This design comes from an exercise in tuning for small area, a short achievable clock period and few clock cycles on the open sky130 flow, not from production work.
No functional check of the RTL was part of any run shown here.

==> flow/design.v (outline; a module is shown in full before it is edited, if it fits) <==
// module dsp_27x27s_arbiter: 2032 lines
// module dsp_x2: 3 lines
// module dsp_mx: 3 lines
// module dsp_fa: 4 lines
// module dsp_ha: 4 lines
// module dsp_fa1: 4 lines
// module dsp_ha1: 4 lines
module dsp_27x27s_arbiter (
  input  logic         clk,
  input  logic         aclr_n,
  input  logic [3:0]   req_valid,
  output logic [3:0]   req_ready,
  input  logic [107:0] req_ax,
  input  logic [107:0] req_ay,
  output logic         res_valid,
  input  logic         res_ready,
  output logic [1:0]   res_id,
  output logic [53:0]  res_data
);
  // ...
==> flow/flow/run.sh <==
#!/bin/bash
# Standard layout, with buf_1 cells as the port buffers.
set -euo pipefail
export BUFFER_PORTS_ARGS="-buffer_cell sky130_fd_sc_hd__buf_1"
bash standard.sh finish > standard_flow.log 2>&1
==> flow/standard.sh <==
#!/bin/bash
# synth_recipe.tcl (not shown) runs the flow's synth.tcl, then flattens the netlist and writes it again
# the make line also repeats each setting of config.mk as NAME=value (left out here)
make -C /OpenROAD-flow-scripts/flow DESIGN_CONFIG=/design/flow/config.mk WORK_HOME=/design/flow/orfs CLKGATE_MAP_FILE= SYNTH_SCRIPT=/design/flow/synth_recipe.tcl "${@:-finish}"
==> flow/config.mk <==
export PLATFORM = sky130hd
export DESIGN_NAME = dsp_27x27s_arbiter
export DESIGN_NICKNAME = dsp_27x27s_arbiter
export VERILOG_FILES = /design/flow/design.v
export SDC_FILE = /design/flow/constraint.sdc
export NUM_CORES = 4
export LEC_CHECK = 0
export CAP_MARGIN = 20
export CORE_MARGIN = 2
export CORE_UTILIZATION = 60
export CTS_BUF_LIST = sky130_fd_sc_hd__clkbuf_8 sky130_fd_sc_hd__clkbuf_16
export CTS_CLUSTER_DIAMETER = 80
export CTS_CLUSTER_SIZE = 16
export PLACE_DENSITY = 0.7
export SETUP_SLACK_MARGIN = 3.6
export SLEW_MARGIN = 20
export SYNTH_HIERARCHICAL = 1
==> flow/constraint.sdc <==
create_clock -name core_clock -period 7.3 [get_ports {clk}]
set_input_delay 1.4600 -clock core_clock [delete_from_list [all_inputs] [get_ports {clk}]]
set_output_delay 1.4600 -clock core_clock [all_outputs]
set_load 0.01 [all_outputs]
==> results.cfg, run 1 <==
[global_routing]
grt_pass1_wl_um = 130000
groute.layer.met1.usage_pct = 49.1
track_usage_pct = 38.3
overflow = 0
use_met2_pct = 59.4

[critical_path]
crit_path_max_incr_delay_ns = 0.55
crit_top_cell = fa_2
critPathKind = register to register
path_buf_inv = 1

[logic_synthesis]
synth_seq_cells = 253
synth_edf_count = 173
yosysWarnings = 9

[detailed_routing]
drtIter0Drc = 3136
wl_met1_um = 31900

[outcome]
status = complete, no violations

[floorplan]
die_w_um = 213
rows = 76

[finish]
final_area_um2 = 30200
fin_nets = 3272

[cts]
postCtsResizedCells = 141

[sta]
report.final.slew_viol_count = 0
fin_setup_tns_ns = 0
setup_violations = 0

[place]
place_area_um2 = 27900
==> inputs of run 2 (changes only) <==
--- a/flow/design.v
+++ b/flow/design.v
@@ -66,23 +66,27 @@
     msk_b = '0;
     for (int i = 0; i < 4; i++) begin
       msk_a = msk_a | (pa[i] & {4{win_a[i]}});
       msk_b = msk_b | (pb[i] & {4{win_b[i]}});
     end
   end
   assign nxt_d = any ? win_a : win_b;
   assign msk_d = any ? msk_a : msk_b;
-  always_comb begin
-    sel_x = '0;
-    sel_y = '0;
-    for (int i = 0; i < 4; i++) begin
-      sel_x = sel_x | (req_ax[27*i +: 27] & {27{nxt_d[i]}});
-      sel_y = sel_y | (req_ay[27*i +: 27] & {27{nxt_d[i]}});
-    end
+  for (genvar b = 0; b < 27; b++) begin : g_sel
+    dsp_sel4 u_sx (
+      .s(nxt_d),
+      .d({req_ax[81+b], req_ax[54+b], req_ax[27+b], req_ax[b]}),
+      .y(sel_x[b])
+    );
+    dsp_sel4 u_sy (
+      .s(nxt_d),
+      .d({req_ay[81+b], req_ay[54+b], req_ay[27+b], req_ay[b]}),
+      .y(sel_y[b])
+    );
   end
   always_comb begin
     logic y2, y1, y0;
     for (int j = 0; j < 14; j++) begin
       y2 = (2*j+1 < 27) ? sel_y[2*j+1] : sel_y[26];
       y1 = sel_y[2*j];
       y0 = (j > 0) ? sel_y[2*j-1] : 1'b0;
       b_one[j] = y1 ^ y0;
@@ -2025,16 +2029,19 @@
       s2_p <= s2_x + s2_y;
       s2_id <= s1_id;
     end
   end
   assign res_valid = s2_v;
   assign res_id    = s2_id;
   assign res_data  = s2_p;
 endmodule
+module dsp_sel4 (input logic [3:0] s, input logic [3:0] d, output logic y);
+  assign y = |(s & d);
+endmodule
 module dsp_x2 (input logic a, b, output logic y);
   assign y = a ^ b;
 endmodule
 module dsp_mx (input logic s, a, b, output logic y);
   assign y = s ? b : a;
 endmodule
 module dsp_fa (input logic a, b, c, output logic s, co);
   assign s  = a ^ b ^ c;
==> flow/config.mk (replaced) <==
export PLATFORM = sky130hd
export DESIGN_NAME = dsp_27x27s_arbiter
export DESIGN_NICKNAME = dsp_27x27s_arbiter
export VERILOG_FILES = /design/flow/design.v
export SDC_FILE = /design/flow/constraint.sdc
export NUM_CORES = 4
export LEC_CHECK = 0
export CAP_MARGIN = 20
export CORE_MARGIN = 2
export CORE_UTILIZATION = 65
export CTS_BUF_LIST = sky130_fd_sc_hd__clkbuf_8 sky130_fd_sc_hd__clkbuf_16
export CTS_CLUSTER_DIAMETER = 80
export CTS_CLUSTER_SIZE = 16
export PLACE_DENSITY = 0.75
export SETUP_SLACK_MARGIN = 3.6
export SLEW_MARGIN = 20
export SYNTH_HIERARCHICAL = 1
==> run 2 against run 1 <==
Still clean. Utilization increased by 3.4 points. Sequential cell count unchanged. Final cell count decreased by 2.9%. Non-clock buffer count decreased by 33.
==> results.cfg, run 2 <==
[finish]
reg.largest.list = s1_a: 54 flops, s2_p: 54 flops, s1_b: 53 flops
final_cells = 3130
multiInputGateArea_um2 = 18200
syn2layout_area_growth_pct = 12.5
layout.area.seq_um2 = 6920
mostFrequentLayoutCells = a22oi_1 (440), xnor2_1 (406), fa_1 (298)
final_area_um2 = 29100
fin_util_pct = 73.8
fillers = 2817
layout_commonest_cell = a22oi_1
drive_gt1_share_pct = 7.81
fin_nets = 3242

[critical_path]
worst_setup_path_start_kind = register
crit_cells = 12
end_kind = register
worstReg2RegEnd = s2_p[51]$_DFFE_PN_
r2r_cells = 12
path_buf_inv = 1
worstPathMaxFanout = 6
critPathKind = register to register
required_ns = 7.59
cp_slowest_cell = fa_1
crit_path_max_incr_delay_ns = 0.50
worstReg2RegStart = s1_a[28]$_DFFE_PN_
reg2reg_slack_ns = 3.49
path_cells = fa_1 > ha_2 > nand4_1 > nor3_1 > a211oi_2 > buf_4 > a21o_1 > a2bb2oi_4 > a211o_1 > a41o_1 > mux2i_1 > a2111o_1
cp_top_family = compound AO/OA/AOI/OAI gates
critPathArrivalTime_ns = 4.10

[place]
gp_routability_congestion = 0.953
place_area_um2 = 27300
hpwl_um = 56000
place_ws_ns = 2.33
portBuffers = 283
place_inst = 3061

[global_routing]
grtUsageMet3_pct = 11.2
track_usage_pct = 40.3
grt_pass1_wl_um = 126000
use_met2_pct = 64.4
grt_max_degree = 78
overflow = 0
grt_pass1_vias = 22300
groute.layer.met1.usage_pct = 50.7
antenna_found_initial = 6
top_usage_layer = met2

[logic_synthesis]
synth_area_per_cell_um2 = 10.7
synth_area_leaders = fa_1 (24%), edfxtp_1 (20%), xnor2_1 (14%)
synth_commonest_cells = a22oi_1 (447), xnor2_1 (407), fa_1 (306), edfxtp_1 (173)
syn-num-nets = 3065
synth_ff_type = edfxtp_1
yosysWarnings = 9
synthArstFlopShare_pct = 4.74
synth_edf_count = 173
netlist.area_leader.share_pct = 23.7
post-synth-top-count-cell = a22oi_1
synth_seq_cells = 253
yosysSeqAreaShare_pct = 26.5
synth.distinct_cells = 64
syn-instance-count = 2407
yosys.area.top_type = fa_1
syn_area_um2 = 25900

[cts]
cts-buffers-inserted = 21
clockRootBuffer = clkbuf_16
clk_path_buf_depth = 3
cts_tree = done
clk_pin_slew_ns = 0.08
clock_sink_count = 253
h-tree-depth = 1
clk_latency_ns = 0.55

[min_path]
min_to = s2_v$_DFFE_PN0N_
min_path_cells = 2
worstHoldStart = s1_v$_DFFE_PN0N_
hold_class = register to register

[detailed_routing]
vias_per_cell = 6.82
drc_errors = 0
wire_per_inst_um = 26.7
ant_nets = 0
dr.pass1.iters = 8
vias = 21400
wirelength_um = 83600
drtIter0Drc = 2954

[sta]
clock_skew_ns = 0.0314
layout_setup_ws_ns = 3.49
report.final.slew_viol_count = 0
setup_violations = 0
hold_viol = 0
fmax_mhz = 263
hold-worst-slack_ns = 0.450
rsz0062_at_grt = yes
tightestPinTransition_ns = 0.959
slew_headroom_pct = 36.1
fin_crit_ns = 3.81
fin_crit_sh_pct = 52.2
fin_setup_tns_ns = 0

[floorplan]
rows = 73
die_area_um2 = 41400
die_w_um = 203
ios = 284
die_height_um = 203
core-area_um2 = 39500
start_util_pct = 65.5

[outcome]
status = complete, no violations

[run]
maxCapViolCount = 0
run 2: changes by cell type after synthesis, sizes merged, moves of 5 or more:
cell    before  now
nand3       26   11
o22ai       21    5
a21o        30   20
nand2b      11   22
nor2        34   45
o21ai       47   65
buf         95   72
nand3b       1   13
nor2b        6   11
and3         8    2
nand4       21   15
run 2: layout make-up:
cell class | instances | share of cell area, %
clock inverter | 17 | 0.327
multi-input combinational | 1866 | 62.4
timing repair buffer | 381 | 8.60
tap | 525 | 2.26
antenna | 6 | 0.0516
inverter | 61 | 0.787
clock buffer | 21 | 1.81
sequential | 253 | 23.8
run 2: logic make-up (layout without fill, tap and decap cells):
kind of cell	Yosys count	count (layout)	share of synthesized area, %
mux	2	3	0.0774
buf+inv	291	480	4.30
simple gates	299	301	5.27
xor+xnor	455	455	15.4
compound gates	672	672	18.5
other cells	0	6	0
flops	253	253	26.5
fa+ha+maj	435	435	29.9
run 2: worst max path at each step:
stage | slack [ns] | start | endpoint
after global routing | 3.37 | s1_a[29]$_DFFE_PN_ | s2_p[51]$_DFFE_PN_
after floorplan | 2.09 | res_ready | s0_two[10]$_DFF_P_
after global placement | 2.43 | res_ready | s0_two[7]$_DFF_P_
after detailed placement | 2.33 | res_ready | s0_two[7]$_DFF_P_
after CTS | 3.50 | res_ready | req_ready[3]
final | 3.49 | s1_a[28]$_DFFE_PN_ | s2_p[51]$_DFFE_PN_
run 2: Yosys stat by module (local to each module, per instance):
module	cell area, um2	cells
dsp_sel4	18.8	3
dsp_ha	12.5	1
dsp_fa	20.0	1
dsp_fa1	27.5	5
dsp_ha1	11.3	2
dsp_27x27s_arbiter	17700	1832
run 2: timing repair:
action | CTS | global route
endpoints found under the setup margin | 138 | 61
gates resized for setup | 109 | 110
hold buffers | 0 | 0
cloned | 3 | 8
pin swaps | 7 | 14
setup buffers | 5 | 9
run 2: worst reg2reg max path, stage by stage, from the launching register on:
cell and delay (ns):
edfxtp_1 0.42, fa_1 0.50, ha_2 0.42, nand4_1 0.18, nor3_1 0.29, a211oi_2 0.08, buf_4 0.16, a21o_1 0.19
a2bb2oi_4 0.25, a211o_1 0.29, a41o_1 0.29, mux2i_1 0.10, a2111o_1 0.38
run 2: per-layer routing:
metal  vias up  share of wire (%)
li1       8927                  -
met1     10400                 36
met2      1675                 46
met3       355                 13
met4         2                5.6
met5         -              0.075

-- what the ideal ports hide --
The results above use ideal ports. As a check the final layouts listed here were re-extracted and re-timed, cells and wires unchanged. Step 1 assumes that a clkbuf_16 drives the clock port and a buf_2 every other input. Step 2 also shifts input and output timing later by t, the mid clock arrival at the registers, as if the neighbouring blocks saw the same clock. Three values: no drivers, after step 1, after step 2; two values: the first two.
run | t, ns | setup WS [ns] | hold slack, ns | worst setup path after step 2 | cell pins on the clock port's net
run 1 | 0.599 | 3.570 / 3.570 / 3.246 | 0.422 / 0.422 / 0.422 | input to register | 1
run 2 | 0.599 | 3.493 / 3.411 / 3.161 | 0.450 / 0.450 / 0.450 | input to register | 1
After both steps setup and hold are still met in every run listed. For run 2, which loses most, drivers alone change the setup slack by -0.082 ns; drivers and shift together by -0.332 ns.
